This is an optimization exercise on Yosys and OpenROAD, whose aim is small area, not a production implementation.
Function was checked by simulation only, so behaviour that the tests miss may differ from the original.
Power is estimated from default activity; no workload was simulated.

ember:
==> module fhe_ctrl_top, before the edit <==
module fhe_ctrl_top #(
	parameter int INST_ID_WIDTH = 6
) (
	input  logic                       clk,
	input  logic                       rstn,
	input  logic [fhe_ctrl_pkg::AXIL_ADDR_WIDTH-1:0] awaddr,
	input  logic                       awvalid,
	output logic                       awready,
	input  logic [fhe_ctrl_pkg::AXIL_DATA_WIDTH-1:0] wdata,
	input  logic                       wvalid,
	output logic                       wready,
	output logic [1:0]                 bresp,
	output logic                       bvalid,
	input  logic                       bready,
	input  logic [fhe_ctrl_pkg::AXIL_ADDR_WIDTH-1:0] araddr,
	input  logic                       arvalid,
	output logic                       arready,
	output logic [fhe_ctrl_pkg::AXIL_DATA_WIDTH-1:0] rdata,
	output logic [1:0]                 rresp,
	output logic                       rvalid,
	input  logic                       rready,
	input  fhe_ctrl_pkg::fifo_status_t               fifo_status,
	output fhe_ctrl_pkg::rlwe_cfg_t                  rlwe_cfg,
	output fhe_ctrl_pkg::lwe_cfg_t                   lwe_cfg,
	output logic                       inst_wr_en,
	output fhe_ctrl_pkg::rob_cmd_t                   rob_cmd,
	output fhe_ctrl_pkg::key_cmd_t                   key_cmd,
	output logic [INST_ID_WIDTH-1:0]   inst_id
);
	logic w_strb;	 
	logic w_resp;	 
	logic slverr;
	always_ff @(posedge clk) begin
		if (!rstn) begin
			w_strb <= 1'b0;
			w_resp <= 1'b0;
		end else begin
			w_strb <= !w_strb && !w_resp && awvalid && wvalid;
			w_resp <= w_strb || (w_resp && !bready);
		end
	end
	assign awready = w_strb;
	assign wready  = w_strb;
	assign bvalid  = w_resp;
	logic [7:0]  wa;
	logic [31:0] d;
	assign wa = awaddr[7:0];
	assign d  = wdata;
	logic inst_hit, fifo_full, inst_refused;
	assign inst_hit     = w_strb && (wa == fhe_ctrl_pkg::ADDR_INST_IN);
	assign fifo_full    = fifo_status.rob_full || fifo_status.key_full;
	assign inst_wr_en   = inst_hit && !fifo_full;
	assign inst_refused = inst_hit && fifo_full;
	always_ff @(posedge clk) begin
		slverr <= inst_refused || (slverr && w_resp);
	end
	assign bresp = {slverr, 1'b0};
	assign rob_cmd = {d[31:30], d[29:27], d[26:17], d[29:26]};
	assign key_cmd = {d[31:30], (d[31:30] == 2'b00) ? {3'b0, d[16:0]} : d[19:0]};
	always_ff @(posedge clk) begin
		if (!rstn) begin
			inst_id <= '0;
		end else if (inst_wr_en) begin
			inst_id <= inst_id + 1'b1;
		end
	end
	logic [31:0] q_lo, q_hi, m_lo, m_hi;
	logic [6:0]  k2;
	logic [11:0] len;
	logic [3:0]  log2_len;
	logic [9:0]  mask;
	logic [3:0]  embed;
	logic [5:0][9:0] b1;
	logic [14:0] sel, set, keep;
	always_comb begin
		for (int r = 0; r < 15; r++) begin
			sel[r]  = (wa == 8'(4 * r));
			set[r]  = rstn && w_strb && sel[r];
			keep[r] = rstn && !(w_strb && sel[r]);
		end
	end
	always_ff @(posedge clk) begin
		q_lo     <= (d       & {32{set[0]}}) | (q_lo     & {32{keep[0]}});
		q_hi     <= (d       & {32{set[1]}}) | (q_hi     & {32{keep[1]}});
		m_lo     <= (d       & {32{set[2]}}) | (m_lo     & {32{keep[2]}});
		m_hi     <= (d       & {32{set[3]}}) | (m_hi     & {32{keep[3]}});
		k2       <= (d[6:0]  & {7{set[4]}})  | (k2       & {7{keep[4]}});
		len      <= (d[11:0] & {12{set[5]}}) | (len      & {12{keep[5]}});
		log2_len <= (d[3:0]  & {4{set[6]}})  | (log2_len & {4{keep[6]}});
		mask     <= (d[9:0]  & {10{set[7]}}) | (mask     & {10{keep[7]}});
		embed    <= (d[3:0]  & {4{set[8]}})  | (embed    & {4{keep[8]}});
		for (int g = 0; g < 6; g++) begin
			b1[g] <= (d[9:0] & {10{set[9+g]}}) | (b1[g] & {10{keep[9+g]}});
		end
	end
	assign rlwe_cfg = {q_hi, q_lo, m_hi, m_lo, k2, len, log2_len};
	logic [5:0][9:0] b2;
	logic [9:0] h;
	logic [10:0] c;
	assign h = {1'b0, mask[9:1]};
	always_comb begin
		for (int g = 0; g < 6; g++) begin
			c[0] = mask[0];
			for (int j = 0; j < 10; j++) begin
				b2[g][j] = (b1[g][j] ^ h[j] ^ c[j]) & mask[j];
				c[j+1]   = (b1[g][j] | h[j]) & (b1[g][j] | c[j]) & (h[j] | c[j]);
			end
		end
	end
	assign lwe_cfg = {mask, embed, b1, b2};
	logic r_addr;	 
	logic r_data;	 
	logic [31:0] rdata_q;
	logic [7:0]  ra;
	logic [31:0] rd;
	always_ff @(posedge clk) begin
		if (!rstn) begin
			r_addr <= 1'b0;
			r_data <= 1'b0;
		end else begin
			r_addr <= !r_addr && !r_data && arvalid;
			r_data <= r_addr || (r_data && !rready);
		end
	end
	assign ra = araddr[7:0];
	always_comb begin
		rd = 32'hDEAD_BEEF;
		case (ra)
			8'h00: rd = q_lo;
			8'h04: rd = q_hi;
			8'h08: rd = m_lo;
			8'h0C: rd = m_hi;
			8'h10: rd = {25'b0, k2};
			8'h14: rd = {20'b0, len};
			8'h18: rd = {28'b0, log2_len};
			8'h1C: rd = {22'b0, mask};
			8'h20: rd = {28'b0, embed};
			8'h24: rd = {22'b0, b1[0]};
			8'h28: rd = {22'b0, b1[1]};
			8'h2C: rd = {22'b0, b1[2]};
			8'h30: rd = {22'b0, b1[3]};
			8'h34: rd = {22'b0, b1[4]};
			8'h38: rd = {22'b0, b1[5]};
			8'h44: rd = {24'b0, fifo_status};
			default: ;
		endcase
	end
	always_ff @(posedge clk) begin
		if (r_addr) rdata_q <= rd;
	end
	assign arready = r_addr;
	assign rvalid  = r_data;
	assign rdata   = rdata_q;
	assign rresp   = 2'b00;
endmodule
export LEC_CHECK = 0
export CAP_MARGIN = 20
export CORE_MARGIN = 2
export CORE_UTILIZATION = 55
export SLEW_MARGIN = 20
create_clock -name core_clock -period 6.0 [get_ports {clk}]
standard.sh (not shown) runs the stock make flow with config.mk's settings and CLKGATE_MAP_FILE= SYNTH_SCRIPT=/design/flow/synth_recipe.tcl, a recipe that flattens the netlist after the stock synthesis.
==> flow/flow/run.sh <==
#!/bin/bash
# The standard layout (standard.sh: unchanged synthesis, floorplan, power
# grid, placement, routing) with two changes:
#  - the port buffers that buffer_ports inserts are the smallest buffer cell
#    (every input and output port still gets its own buffer);
#  - clock tree synthesis without dummy loads, larger sink clusters and
#    the default clkbuf_16 buffers (the clock port still drives only the root buffer).
# make's full output goes to standard_flow.log; ORFS keeps each step's own
# log under orfs/logs/.
set -euo pipefail
bash standard.sh \
	"BUFFER_PORTS_ARGS=-buffer_cell sky130_fd_sc_hd__buf_1" \
	"CTS_ARGS=-sink_clustering_enable -repair_clock_nets -dont_use_dummy_load -sink_clustering_size 25 -sink_clustering_max_diameter 120" \
	finish > standard_flow.log 2>&1
[flow] ember | stages: complete | final checks: fail | reason: setup timing
Modified inputs, fjord compared to ember
--- a/flow/design.v
+++ b/flow/design.v
@@ -164,13 +164,13 @@
 	assign h = {1'b0, mask[9:1]};
 	always_comb begin
 		for (int g = 0; g < 6; g++) begin
 			c[0] = mask[0];
 			for (int j = 0; j < 10; j++) begin
 				b2[g][j] = (b1[g][j] ^ h[j] ^ c[j]) & mask[j];
-				c[j+1]   = (b1[g][j] | h[j]) & (b1[g][j] | c[j]) & (h[j] | c[j]);
+				c[j+1]   = (b1[g][j] & h[j]) | (c[j] & (b1[g][j] ^ h[j]));
 			end
 		end
 	end
 	assign lwe_cfg = {mask, embed, b1, b2};
 	logic r_addr;	 
 	logic r_data;	 
### Flow results
- fjord: full flow OK, the timing, design-rule and antenna checks passed
- Diff fjord..ember | share of total power in combinational logic | negligible
- Compared with ember, in fjord total chip power has remained practically unchanged, critical path depth shrank by 2, largest net degree at the start of global routing level, leakage power total down 0.18 nW, combined buffer and inverter count along the critical path decreased by 3 relative to the old numbers.
- Sequential share of the synthesized area for fjord is lower than for ember.
- Measured against each other, ember and fjord differ in number of setup violations in the final report, the lower figure coming from fjord.
- On fjord: detailed-routed wire length on met2 is about 0.9% lower than what ember gave.
- Overall routed net length sits lower in fjord than in ember.

==> port drivers added, routing unchanged <==
In the flow no input, the clock included, has a driving cell. The finished layouts below were timed again as built, in two steps.
Step 1 sets driving cells, clkbuf_16 on the clock port and buf_2 on the other inputs (assumed; they add their load-dependent delay and slew).
Step 2 also shifts input and output timing later by t, the mid clock arrival at the registers, as if the neighbouring blocks saw the same clock.
Slacks: ideal ports / drivers / drivers and shift; pairs: ideal ports / drivers.
run | t (ns) | setup slack, ns | clock arrival spread, ns
ember | 0.538 | -0.100 / -0.153 / 0.385 | 0.029 / 0.029
fjord | 0.526 | 0.090 / 0.039 / 0.565 | 0.043 / 0.043
